Background: an optimization exercise with open tools, aiming at small area, a short achievable clock period and few clock cycles. Do not read the settings as production practice. Only simulation tests tie the RTL to the original design; equivalence was not proved.

## flow/design.v (module list and top-level ports; edited modules follow where they fit)
// module kes_ctrl: 229 lines
// module kes_mul: 3162 lines
// module kes_datapath: 306 lines
// module kepler_equation_solver_unit: 93 lines
module kepler_equation_solver_unit #(
	parameter int MAX_ITERATIONS = 30
) (
	input  logic             clk,
	input  logic             arst_n,
	input  logic             start,
	output logic             busy,
	input  logic [31:0]      mean_anomaly,
	input  logic [27:0]      eccentricity,
	output logic             done,
	output logic [31:0]      eccentric_anomaly,
	output logic [4:0]       step_count,
	output logic             converged,
	input  logic             psel,
	input  logic             penable,
	input  logic             pwrite,
	input  logic [2:0]       paddr,
	input  logic [31:0]      pwdata,
	output logic [31:0]      prdata,
	output logic             pready
);
  // ...
==> flow/run.sh <==
#!/bin/bash
# synth_recipe.tcl (not shown) runs the flow's synth.tcl, then flattens the netlist and writes it again
# the make line also repeats each setting of config.mk as NAME=value (left out here)
make -C /OpenROAD-flow-scripts/flow DESIGN_CONFIG=/design/flow/config.mk WORK_HOME=/design/flow/orfs CLKGATE_MAP_FILE= SYNTH_SCRIPT=/design/flow/synth_recipe.tcl finish
==> flow/config.mk <==
export PLATFORM = sky130hd
export DESIGN_NAME = kepler_equation_solver_unit
export DESIGN_NICKNAME = kepler_equation_solver_unit
export VERILOG_FILES = /design/flow/design.v
export SDC_FILE = /design/flow/constraint.sdc
export NUM_CORES = 4
export LEC_CHECK = 0
export CAP_MARGIN = 20
export CORE_MARGIN = 2
export CORE_UTILIZATION = 40
export SLEW_MARGIN = 20
==> flow/constraint.sdc <==
create_clock -name core_clock -period 13.0 [get_ports {clk}]
set_input_delay 2.6000 -clock core_clock [delete_from_list [all_inputs] [get_ports {clk}]]
set_output_delay 2.6000 -clock core_clock [all_outputs]
set_load 0.01 [all_outputs]
==> results.json, run 1 <==
{
  "grt_util_all_layers_pct": 24.9,
  "status": "complete, no violations",
  "nonClockInverterCount": 1309,
  "synthXorXnorAreaFrac_pct": 4.57,
  "crit_buf_inv": 2,
  "cp_top_family": "buffers and inverters",
  "netlist_area_um2": 96500,
  "dr.max_layer_used": "met5",
  "r2r-end": "u_datapath.opb_q[25]",
  "rsz0062_at_grt": "false",
  "yosysWarnings": 13,
  "rr_worst_depth": 16,
  "critPathMaxFanout": 29,
  "drt.antenna.violating_nets": 0,
  "netlist-cell-type-count": 108,
  "clk_pin_slew_ps": 60,
  "grtUsageMet1_pct": 34.7,
  "synthCells": 9733,
  "timing.hold.ws_ps": 326,
  "crit_cells": 3,
  "r2r-start": "u_ctrl.cur_q",
  "antennaDiodeCount": 11,
  "initial_utilization_pct": 40.2,
  "reg2reg_slack_ps": 6500,
  "final_cell_mix": "1304 x inv_1, 936 x and2_1, 868 x fa_1",
  "finalHoldViolations": 0,
  "totalNegativeSetupSlack_ps": 0,
  "crit_end": "prdata[13]",
  "final_common_cell": "inv_1",
  "wl_met2_um": 139000,
  "min_path_cells": 0,
  "yosys-top-cells-count": "1306 x inv_1, 938 x and2_1, 868 x fa_1, 759 x edfxtp_1, 601 x ha_1",
  "h-tree-depth": 3,
  "worstMarginPinSlew_ps": 1290,
  "ys_ff_latch": 1119,
  "hold_path_class": "reg2reg",
  "dpl.cell_count": 12800,
  "synthArstFlopShare_pct": 8.40,
  "wire_per_inst_um": 23.7,
  "arrival_ps": 4440,
  "tapCellCount": 3185,
  "dpl_cell_area_um2": 101000,
  "drt_iter0_markers": 7359
}
Testbench counts, summed over its fixed seeds: cycles 142,706.
==> module kes_ctrl, before the edit <==
module kes_ctrl #(
	parameter int NDIV = 16
) (
	input  logic        clk,
	input  logic        arst_n,
	input  logic        start,
	input  logic        big,       
	input  logic        finish,    
	output logic        load,      
	output logic        lctx,
	output logic        pick,      
	output logic        pick_ctx,
	output logic        cur,       
	output logic [23:0] cw,        
	output logic        pctx,      
	output logic        p_t1,
	output logic        p_k1,
	output logic        p_k2,
	output logic        p_k3,
	output logic        p_div,
	output logic        p_u1,
	output logic        p_u2,
	output logic        bw,        
	output logic        bwctx,
	output logic        bslot,
	output logic [3:0]  osel,      
	output logic        busy,
	output logic        done
);
	function automatic logic [23:0] rom(input logic [4:0] pc);
		logic [4:0] sa;
		logic [3:0] sb, sr, kc;
		logic [2:0] sc, op;
		logic       cs;
		sa = '0; sb = '0; sr = 4'd15; sc = '0; op = '0; cs = 1'b0; kc = 4'd0;
		case (pc)
			5'd0:  begin op = 3'd1; end
			5'd1:  begin sa = 5'b00001; sb = 4'b0001; op = 3'd2; end
			5'd3:  begin sa = 5'b00010; sr = 4'd0; op = 3'd3; end
			5'd4:  begin sa = 5'b00100; sr = 4'd5; end
			5'd5:  begin sa = 5'b00100; sb = 4'b0010; sc = 3'b001; kc = 4'd0; end
			5'd6:  begin sa = 5'b00100; sb = 4'b0010; sc = 3'b001; cs = 1'b1; kc = 4'd5; end
			5'd7:  begin sa = 5'b00010; sr = 4'd1; op = 3'd4; end
			5'd8:  begin sa = 5'b00010; sr = 4'd6; op = 3'd5; end
			5'd9:  begin sa = 5'b00100; sb = 4'b0010; sc = 3'b001; kc = 4'd1; end
			5'd10: begin sa = 5'b00100; sb = 4'b0010; sc = 3'b001; cs = 1'b1; kc = 4'd6; end
			5'd11: begin sa = 5'b00010; sr = 4'd2; op = 3'd4; end
			5'd12: begin sa = 5'b00010; sr = 4'd7; op = 3'd5; end
			5'd13: begin sa = 5'b00100; sb = 4'b0010; sc = 3'b001; kc = 4'd2; end
			5'd14: begin sa = 5'b00100; sb = 4'b0010; sc = 3'b001; cs = 1'b1; kc = 4'd7; end
			5'd15: begin sa = 5'b00010; sr = 4'd3; op = 3'd4; end
			5'd16: begin sa = 5'b00010; sr = 4'd8; op = 3'd5; end
			5'd17: begin sa = 5'b00100; sb = 4'b0010; sc = 3'b001; kc = 4'd3; end
			5'd18: begin sa = 5'b00100; sb = 4'b0010; sc = 3'b001; cs = 1'b1; kc = 4'd8; end
			5'd19: begin sa = 5'b00010; sr = 4'd4; op = 3'd4; end
			5'd20: begin sa = 5'b00010; sr = 4'd9; op = 3'd5; end
			5'd21: begin sa = 5'b01000; sb = 4'b0010; sc = 3'b010; kc = 4'd4; end
			5'd22: begin sa = 5'b00100; sb = 4'b0010; sc = 3'b001; cs = 1'b1; kc = 4'd9; end
			5'd23: begin sa = 5'b10000; sb = 4'b0100; end
			5'd24: begin sa = 5'b10000; sb = 4'b1000; sc = 3'b100; end
			default: ;
		endcase
		rom = {sa, sb, sr, sc, op, cs, kc};
	endfunction
	localparam logic [4:0] PC_LAST = 5'd24;
	localparam logic [2:0] C_FREE  = 3'd0;
	localparam logic [2:0] C_READY = 3'd1;
	localparam logic [2:0] C_MULT  = 3'd2;
	localparam logic [2:0] C_POST  = 3'd3;
	localparam logic [2:0] C_FIN   = 3'd4;
	localparam logic [2:0] C_OUT   = 3'd5;
	localparam logic [2:0] P_IDLE = 3'd0;
	localparam logic [2:0] P_T1   = 3'd1;
	localparam logic [2:0] P_K1   = 3'd2;
	localparam logic [2:0] P_K2   = 3'd3;
	localparam logic [2:0] P_K3   = 3'd4;
	localparam logic [2:0] P_DIV  = 3'd5;
	localparam logic [2:0] P_U1   = 3'd6;
	localparam logic [2:0] P_U2   = 3'd7;
	logic [2:0]  cs_q [2];
	logic [2:0]  cs_n [2];
	logic [2:0]  seq_q [2];
	logic [2:0]  bseq_q [2];
	logic [1:0]  bv_q, bv_n, bout_q;
	logic [2:0]  inseq_q, outseq_q;
	logic [3:0]  osel_q, osel_n;
	logic        mrun_q, mrun_n, cur_q, cur_n;
	logic [4:0]  pc_q, pc_n;
	logic [2:0]  ps_q, ps_n;
	logic        pctx_q, pctx_n;
	logic [$clog2(NDIV)-1:0] divc_q, divc_n;
	logic [23:0] cw_q, cw_n;
	logic [1:0]  freeish, rdy, fin_now, o_ctx, o_buf, fin_wait;
	logic        mend, older1;
	logic [2:0]  age0, age1;
	always_comb begin
		for (int c = 0; c < 2; c++)
			freeish[c] = (cs_q[c] == C_FREE) || (cs_q[c] == C_OUT);
		busy = !(freeish[0] || freeish[1]);
		load = start && !busy;
		lctx = !freeish[0];
		for (int c = 0; c < 2; c++) begin
			fin_now[c] = (ps_q == P_U2) && (pctx_q == c[0]);
			rdy[c] = (cs_q[c] == C_READY) || (fin_now[c] && !finish);
		end
		mend = mrun_q && (pc_q == PC_LAST);
		pick = (!mrun_q || mend) && (rdy[0] || rdy[1]);
		age0 = seq_q[0] - outseq_q;
		age1 = seq_q[1] - outseq_q;
		older1 = age1 < age0;
		pick_ctx = (rdy[0] && rdy[1]) ? older1 : rdy[1];
		for (int c = 0; c < 2; c++) begin
			o_ctx[c] = (seq_q[c] == outseq_q)
			        && ((cs_q[c] == C_FIN) || (fin_now[c] && finish));
			o_buf[c] = bv_q[c] && !bout_q[c] && (bseq_q[c] == outseq_q);
			fin_wait[c] = (cs_q[c] == C_FIN) && !o_ctx[c];
		end
		osel_n = {o_buf, o_ctx};
		bw    = (fin_wait[0] || fin_wait[1]) && !(bv_q[0] && bv_q[1]);
		bwctx = !fin_wait[0];
		bslot = bv_q[0];
		bv_n  = bv_q & ~bout_q;
		if (bw)
			bv_n[bslot] = 1'b1;
		for (int c = 0; c < 2; c++) begin
			cs_n[c] = cs_q[c];
			case (cs_q[c])
				C_FREE, C_OUT: cs_n[c] = C_FREE;
				C_MULT:        if (mend && (cur_q == c[0])) cs_n[c] = C_POST;
				C_POST:        if (fin_now[c])
				                   cs_n[c] = finish ? (o_ctx[c] ? C_OUT : C_FIN) : C_READY;
				C_FIN:         if (o_ctx[c])
				                   cs_n[c] = C_OUT;
				               else if (bw && (bwctx == c[0]))
				                   cs_n[c] = C_FREE;
				default: ;
			endcase
			if (rdy[c] && pick && (pick_ctx == c[0]))
				cs_n[c] = C_MULT;
			if (load && (lctx == c[0]))
				cs_n[c] = C_READY;
		end
		mrun_n = mrun_q;
		cur_n  = cur_q;
		pc_n   = pc_q + 5'd1;
		if (mend)
			mrun_n = 1'b0;
		if (pick) begin
			mrun_n = 1'b1;
			cur_n  = pick_ctx;
			pc_n   = '0;
		end
		cw_n = mrun_n ? rom(pc_n) : '0;
		pctx_n = pctx_q;
		divc_n = '0;
		case (ps_q)
			P_T1:  ps_n = P_K1;
			P_K1:  ps_n = P_K2;
			P_K2:  ps_n = P_K3;
			P_K3:  ps_n = big ? P_U1 : P_DIV;
			P_DIV: begin
				ps_n   = P_DIV;
				divc_n = divc_q + 1'b1;
				if (divc_q == ($clog2(NDIV))'(NDIV - 1))
					ps_n = P_U1;
			end
			P_U1:  ps_n = P_U2;
			default: ps_n = P_IDLE;
		endcase
		if (mend) begin
			ps_n   = P_T1;
			pctx_n = cur_q;
		end
	end
	always_ff @(posedge clk or negedge arst_n) begin
		if (!arst_n) begin
			cs_q[0]   <= C_FREE;
			cs_q[1]   <= C_FREE;
			seq_q[0]  <= '0;
			seq_q[1]  <= '0;
			bseq_q[0] <= '0;
			bseq_q[1] <= '0;
			bv_q      <= '0;
			bout_q    <= '0;
			inseq_q   <= '0;
			outseq_q  <= '0;
			osel_q    <= '0;
			mrun_q    <= 1'b0;
			cur_q     <= 1'b0;
			pc_q      <= '0;
			ps_q      <= P_IDLE;
			pctx_q    <= 1'b0;
			divc_q    <= '0;
			cw_q      <= '0;
		end else begin
			cs_q[0]  <= cs_n[0];
			cs_q[1]  <= cs_n[1];
			if (load) begin
				seq_q[lctx] <= inseq_q;
				inseq_q     <= inseq_q + 3'd1;
			end
			if (bw)
				bseq_q[bslot] <= seq_q[bwctx];
			bv_q     <= bv_n;
			bout_q   <= o_buf;
			outseq_q <= outseq_q + 3'(|osel_n);
			osel_q   <= osel_n;
			mrun_q   <= mrun_n;
			cur_q    <= cur_n;
			pc_q     <= pc_n;
			ps_q     <= ps_n;
			pctx_q   <= pctx_n;
			divc_q   <= divc_n;
			cw_q     <= cw_n;
		end
	end
	assign cur   = cur_q;
	assign cw    = cw_q;
	assign pctx  = pctx_q;
	assign p_t1  = ps_q == P_T1;
	assign p_k1  = ps_q == P_K1;
	assign p_k2  = ps_q == P_K2;
	assign p_k3  = ps_q == P_K3;
	assign p_div = ps_q == P_DIV;
	assign p_u1  = ps_q == P_U1;
	assign p_u2  = ps_q == P_U2;
	assign osel  = osel_q;
	assign done  = |osel_q;
endmodule
==> module kes_datapath, before the edit <==
module kes_datapath #(
	parameter int MAX_ITERATIONS = 30,
	localparam int CW = $clog2(MAX_ITERATIONS + 1),
	localparam int QB = 32
) (
	input  logic               clk,
	input  logic               load,
	input  logic               lctx,
	input  logic               pick,
	input  logic               pick_ctx,
	input  logic               cur,
	input  logic [23:0]        cw,
	input  logic               pctx,
	input  logic               p_t1,
	input  logic               p_k1,
	input  logic               p_k2,
	input  logic               p_k3,
	input  logic               p_div,
	input  logic               p_u1,
	input  logic               p_u2,
	input  logic               bw,
	input  logic               bwctx,
	input  logic               bslot,
	input  logic [3:0]         osel,
	input  logic signed [31:0] mean_anomaly,
	input  logic [27:0]        eccentricity,
	input  logic [27:0]        tolerance,
	output logic               big,
	output logic               finish,
	output logic signed [31:0] eccentric_anomaly,
	output logic [4:0]         step_count,
	output logic               converged
);
	logic [4:0] sa;
	logic [3:0] sb;
	logic [3:0] sr;
	logic [2:0] sc;
	logic [2:0] op;
	logic       cs;
	logic [3:0] kc;
	assign {sa, sb, sr, sc, op, cs, kc} = cw;
	logic signed [31:0] m_q [2];
	logic signed [31:0] ea_q [2];
	logic [27:0]        e_q [2];
	logic [CW-1:0]      cnt_q [2];
	logic               conv_q [2];
	logic signed [31:0] bea_q [2];
	logic [CW-1:0]      bcnt_q [2];
	logic               bconv_q [2];
	logic [27:0]        ecur_q;
	logic signed [34:0] kh_q;
	logic [1:0]         kq_q;
	logic [29:0]        a_q;
	logic               xneg_q;
	logic [1:0]         quad_q;
	logic [29:0]        y_q, ns_q, nc_q;
	logic [29:0]        opa_q;
	logic [30:0]        opb_q;
	logic [29:0]        opc_q, opc2_q;
	logic               msk_q, cupm2_q;
	logic [8:0]         qe9_q, n9_q;
	logic [3:0]         kc_q;
	logic [30:0]        pes_q, pcr_q;
	logic               pxneg_q;
	logic [1:0]         pquad_q;
	logic signed [35:0] d4_q, nd4_q, f_q, nf_q;
	logic               fneg_q, fzero_q, big_q;
	logic [30:0]        d_q;
	logic [32:0]        d3_q;
	logic [30:0]        rem_q;
	logic [QB-1:0]      rq_q;
	logic [27:0]        dq_q;
	logic               conv1_q;
	function automatic logic signed [34:0] fold_t(input int j);
		case (j)
			0:       fold_t = 35'sd843314856;
			1:       fold_t = 35'sd2529944569;
			2:       fold_t = 35'sd4216574282;
			3:       fold_t = 35'sd5903203995;
			default: fold_t = 35'sd7589833708;
		endcase
	endfunction
	function automatic logic signed [34:0] fold_kh(input int j);
		case (j)
			0:       fold_kh = 35'sd1686629713;
			1:       fold_kh = 35'sd3373259426;
			2:       fold_kh = 35'sd5059889139;
			3:       fold_kh = 35'sd6746518852;
			default: fold_kh = 35'sd8433148565;
		endcase
	endfunction
	logic signed [34:0] x0, kh, xp, xn;
	logic [1:0]         kq;
	logic [29:0]        fa;
	always_comb begin
		x0 = $signed({ea_q[cur][31], ea_q[cur], 2'b00});
		kh = '0;
		kq = 2'd0;
		for (int j = 0; j < 5; j++) begin
			if (x0 > fold_t(j)) begin
				kh = fold_kh(j);
				kq = 2'(j + 1);
			end else if (x0 < -fold_t(j)) begin
				kh = -fold_kh(j);
				kq = 2'(-(j + 1));
			end
		end
		xp = x0 - kh_q;
		xn = kh_q - x0;
		fa = xp[34] ? xn[29:0] : xp[29:0];
	end
	logic [60:0] prod;
	logic [28:0] qe;
	logic [29:0] nsel;
	logic [7:0]  kk;
	logic [8:0]  rr9;
	logic        cup;
	logic [29:0] opa_n;
	logic [30:0] opb_n;
	logic [29:0] opc_n;
	kes_mul u_mul (
		.clk (clk),
		.a   (opa_q),
		.b   (opb_q),
		.c   (opc2_q & ~{30{cupm2_q}}),
		.p   (prod)
	);
	assign qe   = prod[60:32];
	assign nsel = cs ? nc_q : ns_q;
	assign kk   = kes_pkg::horner_k(kc_q);
	assign rr9  = n9_q - 9'(qe9_q * kk);
	assign cup  = rr9 >= {1'b0, kk};
	always_comb begin
		opa_n = ({30{sa[0]}} & fa)
		      | ({30{sa[1]}} & prod[59:30])
		      | ({30{sa[2]}} & y_q)
		      | ({30{sa[3]}} & a_q)
		      | ({30{sa[4]}} & {2'b0, ecur_q});
		opb_n = ({31{sb[0]}} & {1'b0, fa})
		      | ({31{sb[1]}} & {2'b01, ~qe})
		      | ({31{sb[2]}} & prod[60:30])
		      | ({31{sb[3]}} & {1'b0, ~prod[60:31]})
		      | kes_pkg::horner_r(sr);
		opc_n = ({30{sc[0]}} & y_q)
		      | ({30{sc[1]}} & a_q)
		      | ({30{sc[2]}} & {2'b0, ecur_q});
	end
	logic               sneg, cneg;
	logic [30:0]        ps_mag, pc_mag;
	logic [35:0]        psx, npsx;
	logic [32:0]        pcx;
	logic signed [35:0] f_n, nf_n;
	logic signed [32:0] d33;
	logic [30:0]        d_n;
	logic [35:0]        mag;
	always_comb begin
		case (pquad_q)
			2'd0:    begin ps_mag = pes_q; sneg = pxneg_q;  pc_mag = pcr_q; cneg = 1'b0; end
			2'd1:    begin ps_mag = pcr_q; sneg = 1'b0;     pc_mag = pes_q; cneg = !pxneg_q; end
			2'd2:    begin ps_mag = pes_q; sneg = !pxneg_q; pc_mag = pcr_q; cneg = 1'b1; end
			default: begin ps_mag = pcr_q; sneg = 1'b1;     pc_mag = pes_q; cneg = pxneg_q; end
		endcase
		psx  = sneg ? {5'b0, ps_mag} : ~{5'b0, ps_mag};
		npsx = ~psx;
		pcx  = cneg ? {2'b0, pc_mag} : ~{2'b0, pc_mag};
	end
	assign f_n  = d4_q + $signed(psx) + 36'(!sneg);
	assign nf_n = nd4_q + $signed(npsx) + 36'(sneg);
	assign d33  = $signed({2'b0, kes_pkg::ONE30}) + $signed(pcx) + 33'(!cneg);
	assign d_n  = (d33 < 33'sd1) ? 31'd1 : d33[30:0];
	assign mag  = f_q[35] ? nf_q : f_q;
	assign big  = (mag[35:33] != 3'd0) || (mag[32:0] >= {1'b0, d_q, 1'b0});
	logic [32:0] sh, d1, d2;
	logic [30:0] rem_n;
	logic [1:0]  dig;
	assign d1 = {2'b0, d_q};
	assign d2 = {1'b0, d_q, 1'b0};
	assign sh = {rem_q, rq_q[QB-1:QB-2]};
	always_comb begin
		if (sh >= d3_q) begin
			rem_n = 31'(sh - d3_q);
			dig   = 2'd3;
		end else if (sh >= d2) begin
			rem_n = 31'(sh - d2);
			dig   = 2'd2;
		end else if (sh >= d1) begin
			rem_n = 31'(sh - d1);
			dig   = 2'd1;
		end else begin
			rem_n = sh[30:0];
			dig   = 2'd0;
		end
	end
	logic [30:0]        q;
	logic [31:0]        qp2;
	logic [27:0]        dq;
	logic signed [33:0] ea_w, dq_s, ea_n;
	logic signed [31:0] ea_sat;
	logic [CW-1:0]      cnt_next;
	assign q    = rq_q[30:0];
	assign qp2  = {1'b0, q} + 32'd2;
	assign dq   = (big_q || (q > kes_pkg::Q_LIMIT)) ? kes_pkg::DQ_MAX : qp2[29:2];
	assign ea_w = $signed({{2{ea_q[pctx][31]}}, ea_q[pctx]});
	assign dq_s = $signed({6'b0, dq_q});
	always_comb begin
		if (fzero_q)
			ea_n = ea_w;
		else if (fneg_q)
			ea_n = ea_w + dq_s;
		else
			ea_n = ea_w - dq_s;
		if (ea_n > 34'sd2147483647)
			ea_sat = 32'sh7fff_ffff;
		else if (ea_n < -34'sd2147483648)
			ea_sat = 32'sh8000_0000;
		else
			ea_sat = ea_n[31:0];
	end
	assign cnt_next = cnt_q[pctx] + CW'(1);
	assign finish   = conv1_q || (cnt_next == CW'(MAX_ITERATIONS));
	always_ff @(posedge clk) begin
		for (int c = 0; c < 2; c++) begin
			if (load && (lctx == c[0])) begin
				m_q[c]   <= mean_anomaly;
				ea_q[c]  <= mean_anomaly;
				e_q[c]   <= eccentricity;
				cnt_q[c] <= '0;
			end
			if (p_u2 && (pctx == c[0])) begin
				ea_q[c]   <= ea_sat;
				cnt_q[c]  <= cnt_next;
				conv_q[c] <= conv1_q;
			end
		end
		if (bw) begin
			bea_q[bslot]   <= ea_q[bwctx];
			bcnt_q[bslot]  <= cnt_q[bwctx];
			bconv_q[bslot] <= conv_q[bwctx];
		end
		if (pick)
			ecur_q <= e_q[pick_ctx];
		opa_q <= opa_n;
		opb_q <= opb_n;
		opc_q   <= opc_n;
		msk_q   <= sc[0] | sc[1];
		qe9_q   <= qe[8:0];
		n9_q    <= nsel[8:0];
		kc_q    <= kc;
		opc2_q  <= opc_q;
		cupm2_q <= msk_q & cup;
		if (op == 3'd1) begin
			kh_q <= kh;
			kq_q <= kq;
		end
		if (op == 3'd2) begin
			a_q    <= fa;
			xneg_q <= xp[34];
			quad_q <= kq_q;
		end
		if (op == 3'd3) begin
			y_q  <= prod[59:30];
			ns_q <= prod[59:30];
			nc_q <= prod[59:30];
		end
		if (op == 3'd4)
			ns_q <= prod[59:30];
		if (op == 3'd5)
			nc_q <= prod[59:30];
		if (p_t1)
			pes_q <= prod[58:28];
		if (p_k1) begin
			pcr_q   <= prod[58:28];
			pquad_q <= quad_q;
			pxneg_q <= xneg_q;
			d4_q    <= 36'($signed({ea_q[pctx][31], ea_q[pctx]}) - $signed({m_q[pctx][31], m_q[pctx]})) <<< 2;
			nd4_q   <= 36'($signed({m_q[pctx][31], m_q[pctx]}) - $signed({ea_q[pctx][31], ea_q[pctx]})) <<< 2;
		end
		if (p_k2) begin
			f_q  <= f_n;
			nf_q <= nf_n;
			d_q  <= d_n;
		end
		if (p_k3) begin
			fneg_q  <= f_q[35];
			fzero_q <= f_q == 36'sd0;
			big_q   <= big;
			d3_q    <= {2'b0, d_q} + {1'b0, d_q, 1'b0};
			rem_q   <= 31'(mag >> (QB - 30));
			rq_q    <= {mag[QB-31:0], 30'b0};
		end
		if (p_div) begin
			rem_q <= rem_n;
			rq_q  <= {rq_q[QB-3:0], dig};
		end
		if (p_u1) begin
			dq_q    <= dq;
			conv1_q <= dq <= tolerance;
		end
	end
	assign eccentric_anomaly = ({32{osel[0]}} & ea_q[0]) | ({32{osel[1]}} & ea_q[1])
	                         | ({32{osel[2]}} & bea_q[0]) | ({32{osel[3]}} & bea_q[1]);
	assign step_count        = 5'(({CW{osel[0]}} & cnt_q[0]) | ({CW{osel[1]}} & cnt_q[1])
	                         | ({CW{osel[2]}} & bcnt_q[0]) | ({CW{osel[3]}} & bcnt_q[1]));
	assign converged         = (osel[0] & conv_q[0]) | (osel[1] & conv_q[1])
	                         | (osel[2] & bconv_q[0]) | (osel[3] & bconv_q[1]);
endmodule
==> module kepler_equation_solver_unit, before the edit <==
module kepler_equation_solver_unit #(
	parameter int MAX_ITERATIONS = 30
) (
	input  logic             clk,
	input  logic             arst_n,
	input  logic             start,
	output logic             busy,
	input  logic [31:0]      mean_anomaly,
	input  logic [27:0]      eccentricity,
	output logic             done,
	output logic [31:0]      eccentric_anomaly,
	output logic [4:0]       step_count,
	output logic             converged,
	input  logic             psel,
	input  logic             penable,
	input  logic             pwrite,
	input  logic [2:0]       paddr,
	input  logic [31:0]      pwdata,
	output logic [31:0]      prdata,
	output logic             pready
);
	logic [27:0] tol_q;
	logic        load, lctx, pick, pick_ctx, cur, pctx, big, finish, bw, bwctx, bslot;
	logic [3:0]  osel;
	logic        p_t1, p_k1, p_k2, p_k3, p_div, p_u1, p_u2;
	logic [23:0] cw;
	assign pready = 1'b1;
	assign prdata = (paddr[2] == 1'b0) ? {4'b0, tol_q} : 32'd0;
	always_ff @(posedge clk or negedge arst_n) begin
		if (!arst_n)
			tol_q <= 28'd1;
		else if (psel && penable && pwrite && (paddr[2] == 1'b0))
			tol_q <= pwdata[27:0];
	end
	kes_ctrl u_ctrl (
		.clk      (clk),
		.arst_n   (arst_n),
		.start    (start),
		.big      (big),
		.finish   (finish),
		.load     (load),
		.lctx     (lctx),
		.pick     (pick),
		.pick_ctx (pick_ctx),
		.cur      (cur),
		.cw       (cw),
		.pctx     (pctx),
		.p_t1     (p_t1),
		.p_k1     (p_k1),
		.p_k2     (p_k2),
		.p_k3     (p_k3),
		.p_div    (p_div),
		.p_u1     (p_u1),
		.p_u2     (p_u2),
		.bw       (bw),
		.bwctx    (bwctx),
		.bslot    (bslot),
		.osel     (osel),
		.busy     (busy),
		.done     (done)
	);
	kes_datapath #(
		.MAX_ITERATIONS (MAX_ITERATIONS)
	) u_datapath (
		.clk               (clk),
		.load              (load),
		.lctx              (lctx),
		.pick              (pick),
		.pick_ctx          (pick_ctx),
		.cur               (cur),
		.cw                (cw),
		.pctx              (pctx),
		.p_t1              (p_t1),
		.p_k1              (p_k1),
		.p_k2              (p_k2),
		.p_k3              (p_k3),
		.p_div             (p_div),
		.p_u1              (p_u1),
		.p_u2              (p_u2),
		.bw                (bw),
		.bwctx             (bwctx),
		.bslot             (bslot),
		.osel              (osel),
		.mean_anomaly      (mean_anomaly),
		.eccentricity      (eccentricity),
		.tolerance         (tol_q),
		.big               (big),
		.finish            (finish),
		.eccentric_anomaly (eccentric_anomaly),
		.step_count        (step_count),
		.converged         (converged)
	);
endmodule
==> run 2, diff against run 1 <==
--- a/flow/design.v
+++ b/flow/design.v
@@ -127,4 +127,5 @@
 	logic [3:0]  osel_q, osel_n;
 	logic        mrun_q, mrun_n, cur_q, cur_n;
+	logic        mlast_q, mlast_n, lastctx_q, lastctx_n;
 	logic [4:0]  pc_q, pc_n;
 	logic [2:0]  ps_q, ps_n;
@@ -133,5 +134,5 @@
 	logic [23:0] cw_q, cw_n;
 	logic [1:0]  freeish, rdy, fin_now, o_ctx, o_buf, fin_wait;
-	logic        mend, older1;
+	logic        older1;
 	logic [2:0]  age0, age1;
 	always_comb begin
@@ -145,6 +146,5 @@
 			rdy[c] = (cs_q[c] == C_READY) || (fin_now[c] && !finish);
 		end
-		mend = mrun_q && (pc_q == PC_LAST);
-		pick = (!mrun_q || mend) && (rdy[0] || rdy[1]);
+		pick = (!mrun_q || (pc_q == PC_LAST - 5'd1) || (pc_q == PC_LAST)) && (rdy[0] || rdy[1]);
 		age0 = seq_q[0] - outseq_q;
 		age1 = seq_q[1] - outseq_q;
@@ -168,5 +168,5 @@
 			case (cs_q[c])
 				C_FREE, C_OUT: cs_n[c] = C_FREE;
-				C_MULT:        if (mend && (cur_q == c[0])) cs_n[c] = C_POST;
+				C_MULT:        if (mlast_q && (lastctx_q == c[0])) cs_n[c] = C_POST;
 				C_POST:        if (fin_now[c])
 				                   cs_n[c] = finish ? (o_ctx[c] ? C_OUT : C_FIN) : C_READY;
@@ -182,8 +182,10 @@
 				cs_n[c] = C_READY;
 		end
-		mrun_n = mrun_q;
-		cur_n  = cur_q;
-		pc_n   = pc_q + 5'd1;
-		if (mend)
+		mrun_n    = mrun_q;
+		cur_n     = cur_q;
+		pc_n      = pc_q + 5'd1;
+		mlast_n   = mrun_q && (pc_q == PC_LAST - 5'd1);
+		lastctx_n = cur_q;
+		if (mrun_q && (pc_q == PC_LAST))
 			mrun_n = 1'b0;
 		if (pick) begin
@@ -193,4 +195,6 @@
 		end
 		cw_n = mrun_n ? rom(pc_n) : '0;
+		if (mlast_n)
+			cw_n = cw_n | rom(PC_LAST);
 		pctx_n = pctx_q;
 		divc_n = '0;
@@ -209,7 +213,7 @@
 			default: ps_n = P_IDLE;
 		endcase
-		if (mend) begin
+		if (mlast_q) begin
 			ps_n   = P_T1;
-			pctx_n = cur_q;
+			pctx_n = lastctx_q;
 		end
 	end
@@ -228,4 +232,6 @@
 			osel_q    <= '0;
 			mrun_q    <= 1'b0;
+			mlast_q   <= 1'b0;
+			lastctx_q <= 1'b0;
 			cur_q     <= 1'b0;
 			pc_q      <= '0;
@@ -248,4 +254,6 @@
 			osel_q   <= osel_n;
 			mrun_q   <= mrun_n;
+			mlast_q  <= mlast_n;
+			lastctx_q <= lastctx_n;
 			cur_q    <= cur_n;
 			pc_q     <= pc_n;
@@ -3481,10 +3489,11 @@
 	logic               bconv_q [2];
 	logic [27:0]        ecur_q;
-	logic signed [34:0] kh_q;
+	logic [4:0]         kpos_q, kneg_q;
 	logic [1:0]         kq_q;
 	logic [29:0]        a_q;
 	logic               xneg_q;
 	logic [1:0]         quad_q;
-	logic [29:0]        y_q, ns_q, nc_q;
+	logic [29:0]        y_q;
+	logic [8:0]         ns_q, nc_q;
 	logic [29:0]        opa_q;
 	logic [30:0]        opb_q;
@@ -3496,5 +3505,6 @@
 	logic               pxneg_q;
 	logic [1:0]         pquad_q;
-	logic signed [35:0] d4_q, nd4_q, f_q, nf_q;
+	logic signed [35:0] d4_q;
+	logic [35:0]        mag_q;
 	logic               fneg_q, fzero_q, big_q;
 	logic [30:0]        d_q;
@@ -3523,26 +3533,31 @@
 	endfunction
 	logic signed [34:0] x0, kh, xp, xn;
+	logic [4:0]         kpos, kneg;
 	logic [1:0]         kq;
 	logic [29:0]        fa;
 	always_comb begin
 		x0 = $signed({ea_q[cur][31], ea_q[cur], 2'b00});
-		kh = '0;
+		kpos = '0;
+		kneg = '0;
 		kq = 2'd0;
 		for (int j = 0; j < 5; j++) begin
 			if (x0 > fold_t(j)) begin
-				kh = fold_kh(j);
-				kq = 2'(j + 1);
+				kpos = 5'd1 << j;
+				kq   = 2'(j + 1);
 			end else if (x0 < -fold_t(j)) begin
-				kh = -fold_kh(j);
-				kq = 2'(-(j + 1));
+				kneg = 5'd1 << j;
+				kq   = 2'(-(j + 1));
 			end
 		end
-		xp = x0 - kh_q;
-		xn = kh_q - x0;
+		kh = '0;
+		for (int j = 0; j < 5; j++)
+			kh = kh | ({35{kpos_q[j]}} & fold_kh(j)) | ({35{kneg_q[j]}} & -fold_kh(j));
+		xp = x0 - kh;
+		xn = kh - x0;
 		fa = xp[34] ? xn[29:0] : xp[29:0];
 	end
 	logic [60:0] prod;
 	logic [28:0] qe;
-	logic [29:0] nsel;
+	logic [8:0]  nsel;
 	logic [7:0]  kk;
 	logic [8:0]  rr9;
@@ -3598,9 +3613,9 @@
 	end
 	assign f_n  = d4_q + $signed(psx) + 36'(!sneg);
-	assign nf_n = nd4_q + $signed(npsx) + 36'(sneg);
+	assign nf_n = $signed(~d4_q) + $signed(npsx) + (sneg ? 36'sd2 : 36'sd1);
 	assign d33  = $signed({2'b0, kes_pkg::ONE30}) + $signed(pcx) + 33'(!cneg);
 	assign d_n  = (d33 < 33'sd1) ? 31'd1 : d33[30:0];
-	assign mag  = f_q[35] ? nf_q : f_q;
-	assign big  = (mag[35:33] != 3'd0) || (mag[32:0] >= {1'b0, d_q, 1'b0});
+	assign mag  = f_n[35] ? nf_n : f_n;
+	assign big  = (mag_q[35:33] != 3'd0) || (mag_q[32:0] >= {1'b0, d_q, 1'b0});
 	logic [32:0] sh, d1, d2;
 	logic [30:0] rem_n;
@@ -3670,6 +3685,4 @@
 			bconv_q[bslot] <= conv_q[bwctx];
 		end
-		if (pick)
-			ecur_q <= e_q[pick_ctx];
 		opa_q <= opa_n;
 		opb_q <= opb_n;
@@ -3677,11 +3690,12 @@
 		msk_q   <= sc[0] | sc[1];
 		qe9_q   <= qe[8:0];
-		n9_q    <= nsel[8:0];
+		n9_q    <= nsel;
 		kc_q    <= kc;
 		opc2_q  <= opc_q;
 		cupm2_q <= msk_q & cup;
 		if (op == 3'd1) begin
-			kh_q <= kh;
-			kq_q <= kq;
+			kpos_q <= kpos;
+			kneg_q <= kneg;
+			kq_q   <= kq;
 		end
 		if (op == 3'd2) begin
@@ -3689,35 +3703,35 @@
 			xneg_q <= xp[34];
 			quad_q <= kq_q;
+			ecur_q <= e_q[cur];
 		end
 		if (op == 3'd3) begin
 			y_q  <= prod[59:30];
-			ns_q <= prod[59:30];
-			nc_q <= prod[59:30];
+			ns_q <= prod[38:30];
+			nc_q <= prod[38:30];
 		end
 		if (op == 3'd4)
-			ns_q <= prod[59:30];
+			ns_q <= prod[38:30];
 		if (op == 3'd5)
-			nc_q <= prod[59:30];
-		if (p_t1)
-			pes_q <= prod[58:28];
-		if (p_k1) begin
-			pcr_q   <= prod[58:28];
+			nc_q <= prod[38:30];
+		if (p_t1) begin
+			pes_q   <= prod[58:28];
 			pquad_q <= quad_q;
 			pxneg_q <= xneg_q;
+		end
+		if (p_k1) begin
+			pcr_q   <= prod[58:28];
 			d4_q    <= 36'($signed({ea_q[pctx][31], ea_q[pctx]}) - $signed({m_q[pctx][31], m_q[pctx]})) <<< 2;
-			nd4_q   <= 36'($signed({m_q[pctx][31], m_q[pctx]}) - $signed({ea_q[pctx][31], ea_q[pctx]})) <<< 2;
 		end
 		if (p_k2) begin
-			f_q  <= f_n;
-			nf_q <= nf_n;
-			d_q  <= d_n;
+			mag_q   <= mag;
+			fneg_q  <= f_n[35];
+			fzero_q <= f_n == 36'sd0;
+			d_q     <= d_n;
 		end
 		if (p_k3) begin
-			fneg_q  <= f_q[35];
-			fzero_q <= f_q == 36'sd0;
 			big_q   <= big;
 			d3_q    <= {2'b0, d_q} + {1'b0, d_q, 1'b0};
-			rem_q   <= 31'(mag >> (QB - 30));
-			rq_q    <= {mag[QB-31:0], 30'b0};
+			rem_q   <= 31'(mag_q >> (QB - 30));
+			rq_q    <= {mag_q[QB-31:0], 30'b0};
 		end
 		if (p_div) begin
@@ -3763,6 +3777,7 @@
 	logic        p_t1, p_k1, p_k2, p_k3, p_div, p_u1, p_u2;
 	logic [23:0] cw;
+	logic [31:0] prdata_q;
 	assign pready = 1'b1;
-	assign prdata = (paddr[2] == 1'b0) ? {4'b0, tol_q} : 32'd0;
+	assign prdata = prdata_q;
 	always_ff @(posedge clk or negedge arst_n) begin
 		if (!arst_n)
@@ -3771,4 +3786,6 @@
 			tol_q <= pwdata[27:0];
 	end
+	always_ff @(posedge clk)
+		prdata_q <= (paddr[2] == 1'b0) ? {4'b0, tol_q} : 32'd0;
 	kes_ctrl u_ctrl (
 		.clk      (clk),
--- a/flow/config.mk
+++ b/flow/config.mk
@@ -9,3 +9,4 @@
 export CORE_MARGIN = 2
 export CORE_UTILIZATION = 40
+export SETUP_SLACK_MARGIN = 5
 export SLEW_MARGIN = 20
==> results.json, run 2 <==
{
  "finClkSkew_ps": 112,
  "fp-row-count": 176,
  "fin_nets": 10800,
  "netlist-cell-type-count": 98,
  "rr_worst_depth": 19,
  "synth_most_common_cell": "inv_1",
  "fill_cells": 21800,
  "port_buffers": 162,
  "cts_tree": "yes",
  "yosysWarnings": 13,
  "cpPeakStageDelay_ps": 740,
  "timing.hold.ws_ps": 314,
  "endpoint_kind": "flip-flop",
  "r2r-start": "u_ctrl.cur_q",
  "finalWeightedCongestion": 0.912,
  "grt_first_pass_wirelength_um": 436000,
  "wire_per_inst_um": 23.4,
  "final_common_cell": "inv_1",
  "first_pass_iters": 7,
  "pre_cts_ws_ps": 6080,
  "critPathMostFrequentCell": "a221oi_1",
  "grt_max_degree": 93,
  "yosys_most_used_dff": "edfxtp_1",
  "arrival_ps": 7640,
  "place_hpwl_um": 208000,
  "postCtsSetupRepairBufs": 0,
  "drt_iter0_markers": 7091,
  "ioPinCount": 174,
  "final_cell_mix": "1271 x inv_1, 938 x and2_1, 868 x fa_1",
  "cp.required_ps": 13620,
  "startpoint": "u_ctrl.cur_q",
  "r2r-end": "u_datapath.opb_q[29]",
  "rsz0062_at_grt": "false",
  "grt_util_all_layers_pct": 24.3,
  "synth-edff-count": 686,
  "fmaxAchievable_mhz": 142,
  "area_growth_pct": 9.46,
  "drc": 0,
  "relSlewSlack_pct": 9.50,
  "cts-root-buf": "clkbuf_16",
  "top_regs": "u_datapath.bea_q: 64 flops, u_datapath.ea_q: 64 flops, u_datapath.m_q: 64 flops",
  "period_minus_slack_ps": 7020,
  "antenna_found_initial": 35,
  "max-cap-violations": 0,
  "crit_buf_inv": 4,
  "die_x_um": 485,
  "dpl.cell_count": 12200,
  "die_y_um": 485,
  "worstSetupPathType": "reg2reg",
  "worst_slack_ps": 5980,
  "totalNegativeSetupSlack_ps": 0,
  "vias_per_cell": 5.60,
  "h-tree-depth": 3,
  "initial_utilization_pct": 40.2,
  "crit_path_top_delay_cell": "dfrtp_4",
  "ys_ff_latch": 1076,
  "synth_area_leaders": "edfxtp_1 22%, fa_1 19%, ha_1 8.1%",
  "critPathMaxFanout": 42,
  "grt_pass1_vias": 70200,
  "numCtsBuffers": 114,
  "totalWireLength_um": 290000,
  "clk_pin_slew_ps": 60,
  "finalHoldViolations": 0,
  "syn_avg_cell_area_um2": 9.99,
  "status": "complete, no violations",
  "drt.antenna.violating_nets": 0,
  "cts_resized": 0,
  "ys_seq_area_share_pct": 31.2,
  "reg2reg_slack_ps": 5980,
  "cts_max_path_buffers": 3,
  "hold_buffers": 0,
  "netlist_area_um2": 92600,
  "clock_latency_ps": 820,
  "synthArstFlopShare_pct": 8.92,
  "final_cells": 12400,
  "slew_viol_final": 0,
  "worstMarginPinSlew_ps": 1350,
  "crit_end": "u_datapath.opb_q[29]",
  "hold_path_class": "reg2reg",
  "cp_top_family": "compound AO/OA/AOI/OAI gates",
  "vias": 69300,
  "clock-sinks": 1076,
  "crit_path_start_kind": "flip-flop",
  "synthDominantCellAreaShare_pct": 22.3,
  "period_share_pct": 54.0,
  "core_area_um2": 230000,
  "worstPathCellList": "buf_4 -> mux2i_1 -> inv_1 -> ha_1 -> inv_1 -> fa_1 -> nor3b_1 -> a221oi_1 -> a221oi_1 -> o21ai_0 -> nand3_1 -> a31oi_1 -> mux2i_4 -> buf_4 -> mux2i_1 -> o21ai_0 -> xor2_1 -> a221oi_1 -> o211ai_1",
  "synthCells": 9263,
  "setup_viol": 0,
  "drive_above_1_share_pct": 6.48,
  "synth_top_area_cell": "edfxtp_1",
  "crit_cells": 19,
  "dieArea_um2": 235000,
  "yosys-top-cells-count": "1273 x inv_1, 938 x and2_1, 868 x fa_1, 686 x edfxtp_1, 602 x ha_1",
  "grt_remaining_overflow": 0
}
run 2: how the worst min path moves through the flow:
stage	startpoint	slack, ps	end	cells past startpoint
global route	u_datapath.opc_q[3]	310	u_datapath.opc2_q[3]	0
floorplan	u_datapath.opc_q[0]	310	u_datapath.opc2_q[0]	0
CTS	u_datapath.opc_q[3]	310	u_datapath.opc2_q[3]	0
global placement	u_datapath.opc_q[19]	310	u_datapath.opc2_q[19]	0
finish	u_datapath.opc_q[3]	310	u_datapath.opc2_q[3]	0
detailed placement	u_datapath.opc_q[11]	310	u_datapath.opc2_q[11]	0
run 2: cells by family (layout without fill, tap and decap cells):
family	Yosys count	in the layout	synth area share [%]
compound gates	1619	1619	11.5
simple gates	2600	2600	15.0
flops	1076	1076	31.2
buf+inv	1686	1765	6.99
fa+ha+maj	1470	1470	26.9
xor+xnor	467	467	4.42
mux	343	343	3.94
other cells	2	21	0.00811
run 2: cell type report:
| type | instances | area (um^2) | share of cell area [%] |
|---|---|---|---|
| Multi-Input combinational cell | 6504 | 57400 | 56.6 |
| Timing Repair Buffer | 270 | 2450 | 2.42 |
| Inverter | 1278 | 4800 | 4.74 |
| Antenna cell | 16 | 40.0 | 0.0395 |
| Clock inverter | 62 | 737 | 0.727 |
| Clock buffer | 155 | 3170 | 3.13 |
| Tap cell | 3026 | 3790 | 3.74 |
| Sequential cell | 1076 | 29000 | 28.6 |
run 2: metal layers:
metal | vias up | track usage (%) | part of all wire (%)
li1 | 31100 | - | -
met1 | 34800 | 33.4 | 42
met2 | 2857 | 38.6 | 46
met3 | 533 | 3.85 | 8.0
met4 | 12 | 8.94 | 3.8
met5 | - | 0 | 0.028
run 2: metrics by stage:
| step | utilization (%) | cell area [um^2] |
|---|---|---|
| CTS | 44.0 | 101000 |
| global route | 44.0 | 101000 |
| detailed placement | 42.3 | 97300 |
| finish | 44.0 | 101000 |
| floorplan | - | 92600 |
| global placement | 42.3 | 97300 |
Testbench counts of run 2, summed over its fixed seeds: cycles 139,402.
==> run 3, diff against run 2 <==
--- a/flow/design.v
+++ b/flow/design.v
@@ -55,10 +55,12 @@
 	output logic [23:0] cw,        
 	output logic        pctx,      
+	output logic        p_t0,      
+	output logic        p_tv,
 	output logic        p_t1,
 	output logic        p_k1,
 	output logic        p_k2,
-	output logic        p_k3,
 	output logic        p_div,
-	output logic        p_u1,
+	output logic        p_dfirst,
+	output logic        p_dlast,
 	output logic        p_u2,
 	output logic        bw,        
@@ -78,4 +80,5 @@
 			5'd0:  begin op = 3'd1; end
 			5'd1:  begin sa = 5'b00001; sb = 4'b0001; op = 3'd2; end
+			5'd2:  begin op = 3'd6; end
 			5'd3:  begin sa = 5'b00010; sr = 4'd0; op = 3'd3; end
 			5'd4:  begin sa = 5'b00100; sr = 4'd5; end
@@ -104,5 +107,5 @@
 		rom = {sa, sb, sr, sc, op, cs, kc};
 	endfunction
-	localparam logic [4:0] PC_LAST = 5'd24;
+	localparam logic [4:0] PC_LAST = 5'd22;
 	localparam logic [2:0] C_FREE  = 3'd0;
 	localparam logic [2:0] C_READY = 3'd1;
@@ -127,5 +130,6 @@
 	logic [3:0]  osel_q, osel_n;
 	logic        mrun_q, mrun_n, cur_q, cur_n;
-	logic        mlast_q, mlast_n, lastctx_q, lastctx_n;
+	logic [3:0]  tq_q, tq_n;
+	logic        lastctx_q, lastctx_n;
 	logic [4:0]  pc_q, pc_n;
 	logic [2:0]  ps_q, ps_n;
@@ -133,4 +137,5 @@
 	logic [$clog2(NDIV)-1:0] divc_q, divc_n;
 	logic [23:0] cw_q, cw_n;
+	logic        dfirst_q, dlast_q;
 	logic [1:0]  freeish, rdy, fin_now, o_ctx, o_buf, fin_wait;
 	logic        older1;
@@ -146,5 +151,5 @@
 			rdy[c] = (cs_q[c] == C_READY) || (fin_now[c] && !finish);
 		end
-		pick = (!mrun_q || (pc_q == PC_LAST - 5'd1) || (pc_q == PC_LAST)) && (rdy[0] || rdy[1]);
+		pick = ((mrun_q && (pc_q == PC_LAST)) || (!mrun_q && !tq_q[0])) && (rdy[0] || rdy[1]);
 		age0 = seq_q[0] - outseq_q;
 		age1 = seq_q[1] - outseq_q;
@@ -168,5 +173,5 @@
 			case (cs_q[c])
 				C_FREE, C_OUT: cs_n[c] = C_FREE;
-				C_MULT:        if (mlast_q && (lastctx_q == c[0])) cs_n[c] = C_POST;
+				C_MULT:        if (tq_q[3] && (lastctx_q == c[0])) cs_n[c] = C_POST;
 				C_POST:        if (fin_now[c])
 				                   cs_n[c] = finish ? (o_ctx[c] ? C_OUT : C_FIN) : C_READY;
@@ -185,6 +190,6 @@
 		cur_n     = cur_q;
 		pc_n      = pc_q + 5'd1;
-		mlast_n   = mrun_q && (pc_q == PC_LAST - 5'd1);
-		lastctx_n = cur_q;
+		tq_n      = {tq_q[2:0], mrun_q && (pc_q == PC_LAST)};
+		lastctx_n = (mrun_q && (pc_q == PC_LAST)) ? cur_q : lastctx_q;
 		if (mrun_q && (pc_q == PC_LAST))
 			mrun_n = 1'b0;
@@ -195,24 +200,25 @@
 		end
 		cw_n = mrun_n ? rom(pc_n) : '0;
-		if (mlast_n)
-			cw_n = cw_n | rom(PC_LAST);
+		if (tq_n[0])
+			cw_n = cw_n | rom(5'd23);
+		if (tq_n[2])
+			cw_n = cw_n | rom(5'd24);
 		pctx_n = pctx_q;
 		divc_n = '0;
 		case (ps_q)
-			P_T1:  ps_n = P_K1;
 			P_K1:  ps_n = P_K2;
-			P_K2:  ps_n = P_K3;
-			P_K3:  ps_n = big ? P_U1 : P_DIV;
+			P_K2:  ps_n = P_DIV;
 			P_DIV: begin
 				ps_n   = P_DIV;
 				divc_n = divc_q + 1'b1;
+				if ((divc_q == '0) && big)
+					ps_n = P_U2;
 				if (divc_q == ($clog2(NDIV))'(NDIV - 1))
-					ps_n = P_U1;
+					ps_n = P_U2;
 			end
-			P_U1:  ps_n = P_U2;
 			default: ps_n = P_IDLE;
 		endcase
-		if (mlast_q) begin
-			ps_n   = P_T1;
+		if (tq_q[3]) begin
+			ps_n   = P_K1;
 			pctx_n = lastctx_q;
 		end
@@ -232,5 +238,5 @@
 			osel_q    <= '0;
 			mrun_q    <= 1'b0;
-			mlast_q   <= 1'b0;
+			tq_q      <= '0;
 			lastctx_q <= 1'b0;
 			cur_q     <= 1'b0;
@@ -240,4 +246,6 @@
 			divc_q    <= '0;
 			cw_q      <= '0;
+			dfirst_q  <= 1'b0;
+			dlast_q   <= 1'b0;
 		end else begin
 			cs_q[0]  <= cs_n[0];
@@ -254,5 +262,5 @@
 			osel_q   <= osel_n;
 			mrun_q   <= mrun_n;
-			mlast_q  <= mlast_n;
+			tq_q     <= tq_n;
 			lastctx_q <= lastctx_n;
 			cur_q    <= cur_n;
@@ -262,4 +270,6 @@
 			divc_q   <= divc_n;
 			cw_q     <= cw_n;
+			dfirst_q <= ps_q == P_K2;
+			dlast_q  <= (ps_q == P_DIV) && (divc_q == ($clog2(NDIV))'(NDIV - 2)) && !((divc_q == '0) && big);
 		end
 	end
@@ -267,10 +277,12 @@
 	assign cw    = cw_q;
 	assign pctx  = pctx_q;
-	assign p_t1  = ps_q == P_T1;
+	assign p_t1  = tq_q[2];
+	assign p_t0  = tq_q[0];
+	assign p_tv  = tq_q[1];
 	assign p_k1  = ps_q == P_K1;
 	assign p_k2  = ps_q == P_K2;
-	assign p_k3  = ps_q == P_K3;
 	assign p_div = ps_q == P_DIV;
-	assign p_u1  = ps_q == P_U1;
+	assign p_dfirst = dfirst_q;
+	assign p_dlast  = dlast_q;
 	assign p_u2  = ps_q == P_U2;
 	assign osel  = osel_q;
@@ -3452,10 +3464,12 @@
 	input  logic [23:0]        cw,
 	input  logic               pctx,
+	input  logic               p_t0,
+	input  logic               p_tv,
 	input  logic               p_t1,
 	input  logic               p_k1,
 	input  logic               p_k2,
-	input  logic               p_k3,
 	input  logic               p_div,
-	input  logic               p_u1,
+	input  logic               p_dfirst,
+	input  logic               p_dlast,
 	input  logic               p_u2,
 	input  logic               bw,
@@ -3491,8 +3505,9 @@
 	logic [4:0]         kpos_q, kneg_q;
 	logic [1:0]         kq_q;
+	logic signed [34:0] x0_q;
 	logic [29:0]        a_q;
 	logic               xneg_q;
 	logic [1:0]         quad_q;
-	logic [29:0]        y_q;
+	logic [29:0]        y_q, v_q;
 	logic [8:0]         ns_q, nc_q;
 	logic [29:0]        opa_q;
@@ -3503,8 +3518,6 @@
 	logic [3:0]         kc_q;
 	logic [30:0]        pes_q, pcr_q;
-	logic               pxneg_q;
-	logic [1:0]         pquad_q;
-	logic signed [35:0] d4_q;
-	logic [35:0]        mag_q;
+	logic               peven_q, psneg_q, pcneg_q;
+	logic signed [35:0] d4_q, f_q, nf_q;
 	logic               fneg_q, fzero_q, big_q;
 	logic [30:0]        d_q;
@@ -3513,5 +3526,4 @@
 	logic [QB-1:0]      rq_q;
 	logic [27:0]        dq_q;
-	logic               conv1_q;
 	function automatic logic signed [34:0] fold_t(input int j);
 		case (j)
@@ -3553,6 +3565,6 @@
 		for (int j = 0; j < 5; j++)
 			kh = kh | ({35{kpos_q[j]}} & fold_kh(j)) | ({35{kneg_q[j]}} & -fold_kh(j));
-		xp = x0 - kh;
-		xn = kh - x0;
+		xp = x0_q - kh;
+		xn = kh - x0_q;
 		fa = xp[34] ? xn[29:0] : xp[29:0];
 	end
@@ -3587,5 +3599,5 @@
 		      | ({31{sb[1]}} & {2'b01, ~qe})
 		      | ({31{sb[2]}} & prod[60:30])
-		      | ({31{sb[3]}} & {1'b0, ~prod[60:31]})
+		      | ({31{sb[3]}} & {1'b0, ~v_q})
 		      | kes_pkg::horner_r(sr);
 		opc_n = ({30{sc[0]}} & y_q)
@@ -3594,5 +3606,4 @@
 	end
 	logic               sneg, cneg;
-	logic [30:0]        ps_mag, pc_mag;
 	logic [35:0]        psx, npsx;
 	logic [32:0]        pcx;
@@ -3602,13 +3613,9 @@
 	logic [35:0]        mag;
 	always_comb begin
-		case (pquad_q)
-			2'd0:    begin ps_mag = pes_q; sneg = pxneg_q;  pc_mag = pcr_q; cneg = 1'b0; end
-			2'd1:    begin ps_mag = pcr_q; sneg = 1'b0;     pc_mag = pes_q; cneg = !pxneg_q; end
-			2'd2:    begin ps_mag = pes_q; sneg = !pxneg_q; pc_mag = pcr_q; cneg = 1'b1; end
-			default: begin ps_mag = pcr_q; sneg = 1'b1;     pc_mag = pes_q; cneg = pxneg_q; end
-		endcase
-		psx  = sneg ? {5'b0, ps_mag} : ~{5'b0, ps_mag};
+		sneg = psneg_q;
+		cneg = pcneg_q;
+		psx  = sneg ? {5'b0, pes_q} : ~{5'b0, pes_q};
 		npsx = ~psx;
-		pcx  = cneg ? {2'b0, pc_mag} : ~{2'b0, pc_mag};
+		pcx  = cneg ? {2'b0, pcr_q} : ~{2'b0, pcr_q};
 	end
 	assign f_n  = d4_q + $signed(psx) + 36'(!sneg);
@@ -3616,6 +3623,6 @@
 	assign d33  = $signed({2'b0, kes_pkg::ONE30}) + $signed(pcx) + 33'(!cneg);
 	assign d_n  = (d33 < 33'sd1) ? 31'd1 : d33[30:0];
-	assign mag  = f_n[35] ? nf_n : f_n;
-	assign big  = (mag_q[35:33] != 3'd0) || (mag_q[32:0] >= {1'b0, d_q, 1'b0});
+	assign mag  = fneg_q ? nf_q : f_q;
+	assign big  = (mag[35:33] != 3'd0) || (mag[32:0] >= {1'b0, d_q, 1'b0});
 	logic [32:0] sh, d1, d2;
 	logic [30:0] rem_n;
@@ -3623,10 +3630,10 @@
 	assign d1 = {2'b0, d_q};
 	assign d2 = {1'b0, d_q, 1'b0};
-	assign sh = {rem_q, rq_q[QB-1:QB-2]};
+	assign sh = p_dfirst ? mag[32:0] : {rem_q, rq_q[QB-1:QB-2]};
 	always_comb begin
-		if (sh >= d3_q) begin
+		if ((sh >= d3_q) && !p_dfirst) begin
 			rem_n = 31'(sh - d3_q);
 			dig   = 2'd3;
-		end else if (sh >= d2) begin
+		end else if ((sh >= d2) && !p_dfirst) begin
 			rem_n = 31'(sh - d2);
 			dig   = 2'd2;
@@ -3639,15 +3646,19 @@
 		end
 	end
-	logic [30:0]        q;
-	logic [31:0]        qp2;
-	logic [27:0]        dq;
+	logic [28:0]        qhi, qhi1;
+	logic               qbig;
+	logic [27:0]        dq_last, dq;
+	logic               conv_n;
 	logic signed [33:0] ea_w, dq_s, ea_n;
 	logic signed [31:0] ea_sat;
 	logic [CW-1:0]      cnt_next;
-	assign q    = rq_q[30:0];
-	assign qp2  = {1'b0, q} + 32'd2;
-	assign dq   = (big_q || (q > kes_pkg::Q_LIMIT)) ? kes_pkg::DQ_MAX : qp2[29:2];
+	assign qhi     = rq_q[28:0];
+	assign qbig    = rq_q[28] || (rq_q[27] && ((rq_q[26:0] != 27'd0) || (dig != 2'd0)));
+	assign qhi1    = qhi + 29'd1;
+	assign dq_last = qbig ? kes_pkg::DQ_MAX : (dig[1] ? qhi1[27:0] : qhi[27:0]);
+	assign dq      = big_q ? kes_pkg::DQ_MAX : dq_q;
+	assign conv_n  = dq <= tolerance;
 	assign ea_w = $signed({{2{ea_q[pctx][31]}}, ea_q[pctx]});
-	assign dq_s = $signed({6'b0, dq_q});
+	assign dq_s = $signed({6'b0, dq});
 	always_comb begin
 		if (fzero_q)
@@ -3665,5 +3676,5 @@
 	end
 	assign cnt_next = cnt_q[pctx] + CW'(1);
-	assign finish   = conv1_q || (cnt_next == CW'(MAX_ITERATIONS));
+	assign finish   = conv_n || (cnt_next == CW'(MAX_ITERATIONS));
 	always_ff @(posedge clk) begin
 		for (int c = 0; c < 2; c++) begin
@@ -3677,5 +3688,5 @@
 				ea_q[c]   <= ea_sat;
 				cnt_q[c]  <= cnt_next;
-				conv_q[c] <= conv1_q;
+				conv_q[c] <= conv_n;
 			end
 		end
@@ -3695,4 +3706,5 @@
 		cupm2_q <= msk_q & cup;
 		if (op == 3'd1) begin
+			x0_q   <= x0;
 			kpos_q <= kpos;
 			kneg_q <= kneg;
@@ -3703,6 +3715,7 @@
 			xneg_q <= xp[34];
 			quad_q <= kq_q;
-			ecur_q <= e_q[cur];
 		end
+		if (op == 3'd6)
+			ecur_q <= e_q[cur];
 		if (op == 3'd3) begin
 			y_q  <= prod[59:30];
@@ -3714,33 +3727,45 @@
 		if (op == 3'd5)
 			nc_q <= prod[38:30];
+		if (p_t0) begin
+			peven_q <= !quad_q[0];
+			case (quad_q)
+				2'd0:    begin psneg_q <= xneg_q;  pcneg_q <= 1'b0; end
+				2'd1:    begin psneg_q <= 1'b0;    pcneg_q <= !xneg_q; end
+				2'd2:    begin psneg_q <= !xneg_q; pcneg_q <= 1'b1; end
+				default: begin psneg_q <= 1'b1;    pcneg_q <= xneg_q; end
+			endcase
+		end
+		if (p_tv)
+			v_q <= prod[60:31];
 		if (p_t1) begin
-			pes_q   <= prod[58:28];
-			pquad_q <= quad_q;
-			pxneg_q <= xneg_q;
+			if (peven_q)
+				pes_q <= prod[58:28];
+			else
+				pcr_q <= prod[58:28];
 		end
 		if (p_k1) begin
-			pcr_q   <= prod[58:28];
+			if (peven_q)
+				pcr_q <= prod[58:28];
+			else
+				pes_q <= prod[58:28];
 			d4_q    <= 36'($signed({ea_q[pctx][31], ea_q[pctx]}) - $signed({m_q[pctx][31], m_q[pctx]})) <<< 2;
 		end
 		if (p_k2) begin
-			mag_q   <= mag;
-			fneg_q  <= f_n[35];
-			fzero_q <= f_n == 36'sd0;
-			d_q     <= d_n;
+			f_q    <= f_n;
+			nf_q   <= nf_n;
+			fneg_q <= f_n[35];
+			d_q    <= d_n;
 		end
-		if (p_k3) begin
+		if (p_dfirst) begin
 			big_q   <= big;
+			fzero_q <= mag == 36'd0;
 			d3_q    <= {2'b0, d_q} + {1'b0, d_q, 1'b0};
-			rem_q   <= 31'(mag_q >> (QB - 30));
-			rq_q    <= {mag_q[QB-31:0], 30'b0};
 		end
 		if (p_div) begin
 			rem_q <= rem_n;
-			rq_q  <= {rq_q[QB-3:0], dig};
-		end
-		if (p_u1) begin
-			dq_q    <= dq;
-			conv1_q <= dq <= tolerance;
+			rq_q  <= p_dfirst ? {30'b0, dig} : {rq_q[QB-3:0], dig};
 		end
+		if (p_dlast)
+			dq_q <= dq_last;
 	end
 	assign eccentric_anomaly = ({32{osel[0]}} & ea_q[0]) | ({32{osel[1]}} & ea_q[1])
@@ -3775,5 +3800,5 @@
 	logic        load, lctx, pick, pick_ctx, cur, pctx, big, finish, bw, bwctx, bslot;
 	logic [3:0]  osel;
-	logic        p_t1, p_k1, p_k2, p_k3, p_div, p_u1, p_u2;
+	logic        p_t0, p_tv, p_t1, p_k1, p_k2, p_div, p_dfirst, p_dlast, p_u2;
 	logic [23:0] cw;
 	logic [31:0] prdata_q;
@@ -3801,10 +3826,12 @@
 		.cw       (cw),
 		.pctx     (pctx),
+		.p_t0     (p_t0),
+		.p_tv     (p_tv),
 		.p_t1     (p_t1),
 		.p_k1     (p_k1),
 		.p_k2     (p_k2),
-		.p_k3     (p_k3),
 		.p_div    (p_div),
-		.p_u1     (p_u1),
+		.p_dfirst (p_dfirst),
+		.p_dlast  (p_dlast),
 		.p_u2     (p_u2),
 		.bw       (bw),
@@ -3826,10 +3853,12 @@
 		.cw                (cw),
 		.pctx              (pctx),
+		.p_t0              (p_t0),
+		.p_tv              (p_tv),
 		.p_t1              (p_t1),
 		.p_k1              (p_k1),
 		.p_k2              (p_k2),
-		.p_k3              (p_k3),
 		.p_div             (p_div),
-		.p_u1              (p_u1),
+		.p_dfirst          (p_dfirst),
+		.p_dlast           (p_dlast),
 		.p_u2              (p_u2),
 		.bw                (bw),
==> results.json, run 3 <==
{
  "finalHoldViolations": 0,
  "yosys_most_used_dff": "edfxtp_1",
  "grt_max_degree": 81,
  "vias": 72200,
  "grt_first_pass_wirelength_um": 451000,
  "wire_per_inst_um": 23.2,
  "endpoint_kind": "flip-flop",
  "hold_path_class": "reg2reg",
  "synthDominantCellAreaShare_pct": 22.4,
  "drive_above_1_share_pct": 6.75,
  "vias_per_cell": 5.57,
  "port_buffers": 162,
  "worstSetupPathType": "reg2reg",
  "antenna_found_initial": 31,
  "max-cap-violations": 0,
  "fin_nets": 11200,
  "synth-edff-count": 719,
  "cts_tree": "yes",
  "numCtsBuffers": 132,
  "die_y_um": 494,
  "synth_top_area_cell": "edfxtp_1",
  "dieArea_um2": 245000,
  "initial_utilization_pct": 40.1,
  "ys_ff_latch": 1176,
  "rsz0062_at_grt": "false",
  "relSlewSlack_pct": 17.5,
  "fp-row-count": 180,
  "grt_remaining_overflow": 0,
  "cts_max_path_buffers": 3,
  "first_pass_iters": 9,
  "grt_pass1_vias": 72500,
  "synthCells": 9660,
  "status": "complete, no violations",
  "cts_resized": 0,
  "ys_seq_area_share_pct": 32.5,
  "clock-sinks": 1176,
  "clk_pin_slew_ps": 60,
  "syn_avg_cell_area_um2": 9.96,
  "area_growth_pct": 10.0,
  "top_regs": "u_datapath.bea_q: 64 flops, u_datapath.ea_q: 64 flops, u_datapath.m_q: 64 flops",
  "finalWeightedCongestion": 0.950,
  "synth_area_leaders": "edfxtp_1 22%, fa_1 18%, ha_1 7.9%",
  "timing.hold.ws_ps": 304,
  "postCtsSetupRepairBufs": 0,
  "hold_buffers": 0,
  "die_x_um": 494,
  "worstMarginPinSlew_ps": 1240,
  "drc": 0,
  "core_area_um2": 240000,
  "totalNegativeSetupSlack_ps": 0,
  "yosys-top-cells-count": "1326 x inv_1, 948 x and2_1, 868 x fa_1, 719 x edfxtp_1, 609 x ha_1",
  "drt_iter0_markers": 7108,
  "h-tree-depth": 4,
  "critPathMaxFanout": 24,
  "totalWireLength_um": 300000,
  "yosysWarnings": 13,
  "arrival_ps": 7230,
  "ioPinCount": 174,
  "finClkSkew_ps": 54.1,
  "crit_path_start_kind": "flip-flop",
  "synth_most_common_cell": "inv_1",
  "cp.required_ps": 13570,
  "period_minus_slack_ps": 6660,
  "period_share_pct": 51.2,
  "grt_util_all_layers_pct": 24.2,
  "place_hpwl_um": 215000,
  "setup_viol": 0,
  "drt.antenna.violating_nets": 0,
  "synthArstFlopShare_pct": 8.59,
  "fmaxAchievable_mhz": 150,
  "final_common_cell": "inv_1",
  "netlist-cell-type-count": 93,
  "fill_cells": 22700,
  "netlist_area_um2": 96200,
  "cts-root-buf": "clkbuf_16",
  "slew_viol_final": 0,
  "clock_latency_ps": 820,
  "final_cell_mix": "1324 x inv_1, 948 x and2_1, 868 x fa_1"
}
run 3: changes by cell type after synthesis, moves of 20 or more:
cell      delta
a21o_1      -30
a21oi_1     -30
a31oi_1     -26
clkbuf_1    +36
dfxtp_1     +62
edfxtp_1    +33
inv_1       +53
mux2_2      +44
nand2_1     +94
nand2b_1    -24
nor2_1      +20
nor2b_1     +23
o21ai_0    +101
run 3: per-layer routing:
layer  track usage [%]  share of wire, %  vias up
li1                  -                 -    32400
met1              33.2                42    36200
met2              39.2                46     3059
met3              3.75               8.0      515
met4              8.02               3.5        6
met5                 0            0.0097        -
run 3: critical path, stage by stage (launching register included):
cell and delay [ps]:
edfxtp_1 730, nor2b_1 280, nor3_1 300, or3b_2 480, nor3_1 290, o21a_1 220
nor2b_1 290, and2_1 250, a21oi_1 100, xor2_1 290, ha_1 340, nor2b_1 150
o21ai_0 240, a2111oi_0 170, a211oi_1 430, a21oi_1 220, nor3_1 360, nand2_1 650
a21o_1 370, mux2_2 260
run 3: final timing paths:
kind	start	endpoint	slack [ps]	cells after the start
setup / recovery	u_datapath.big_q	u_datapath.ea_q[1][21]	6340	19
hold / removal	u_datapath.opc_q[29]	u_datapath.opc2_q[29]	300	0
min in group asynchronous	arst_n	tol_q[20]	1810	1
hold reg to reg	u_datapath.opc_q[29]	u_datapath.opc2_q[29]	300	0
max in group asynchronous	arst_n	u_ctrl.cur_q	9780	2
setup reg to reg	u_datapath.big_q	u_datapath.ea_q[1][21]	6340	19
run 3: cells by family after synthesis:
| kind of cell | count (synthesis) | synth area share, % |
|---|---|---|
| buf+inv | 1765 | 6.92 |
| xor+xnor | 450 | 4.11 |
| simple gates | 2749 | 15.0 |
| mux | 364 | 4.06 |
| other cells | 2 | 0.00780 |
| flops | 1176 | 32.5 |
| fa+ha+maj | 1479 | 26.0 |
| compound gates | 1675 | 11.4 |
run 3: stage by stage:
step                      utilization, %  instances  area [um^2]  worst slack [ps]
final                               44.1      13000       106000              6340
after global routing                44.1      12900       106000              5840
after CTS                           44.1      12900       106000              6010
after detailed placement            42.2      12700       101000              6030
after global placement              42.2      12700       101000              6140
after floorplan                        -       9663        96200              6680
run 3: layout make-up:
class | count | area [um^2] | share of cell area (%)
Inverter | 1335 | 5010 | 4.73
Sequential cell | 1176 | 31300 | 29.6
Antenna cell | 21 | 52.6 | 0.0496
Timing Repair Buffer | 268 | 2440 | 2.30
Clock inverter | 67 | 997 | 0.942
Clock buffer | 178 | 3630 | 3.43
Multi-Input combinational cell | 6722 | 58500 | 55.2
Tap cell | 3185 | 3990 | 3.76
Testbench counts of run 3, summed over its fixed seeds: cycles 135,079.

## re-timing with driven ports
The results above use ideal ports. As a check the final layouts listed here were re-extracted and re-timed, cells and wires unchanged. Step 1: set_driving_cell puts a clkbuf_16 on clk and a buf_2 on each other input, an assumption about the parent block. Step 2, shift: input delay + t, output delay - t, t = (earliest + latest rising clock arrival at the registers) / 2. This alone moves slack from input paths to output paths. Slacks: no drivers / after step 1 / after step 2; pairs: no drivers / after step 1.
run | t (ns) | setup WS [ns] | worst hold slack (ns) | worst data-port slew with drivers (ns)
run 1 | 0.837 | 5.964 / 5.937 / 5.937 | 0.326 / 0.326 / 0.326 | 0.14
run 2 | 0.849 | 5.981 / 5.981 / 5.981 | 0.314 / 0.314 / 0.314 | 0.18
run 3 | 0.869 | 6.344 / 6.344 / 6.344 | 0.304 / 0.304 / 0.304 | 0.14
After both steps every run listed still meets setup and hold. For run 1, which loses most, drivers alone change the setup slack by -0.027 ns; drivers and shift together by -0.027 ns.
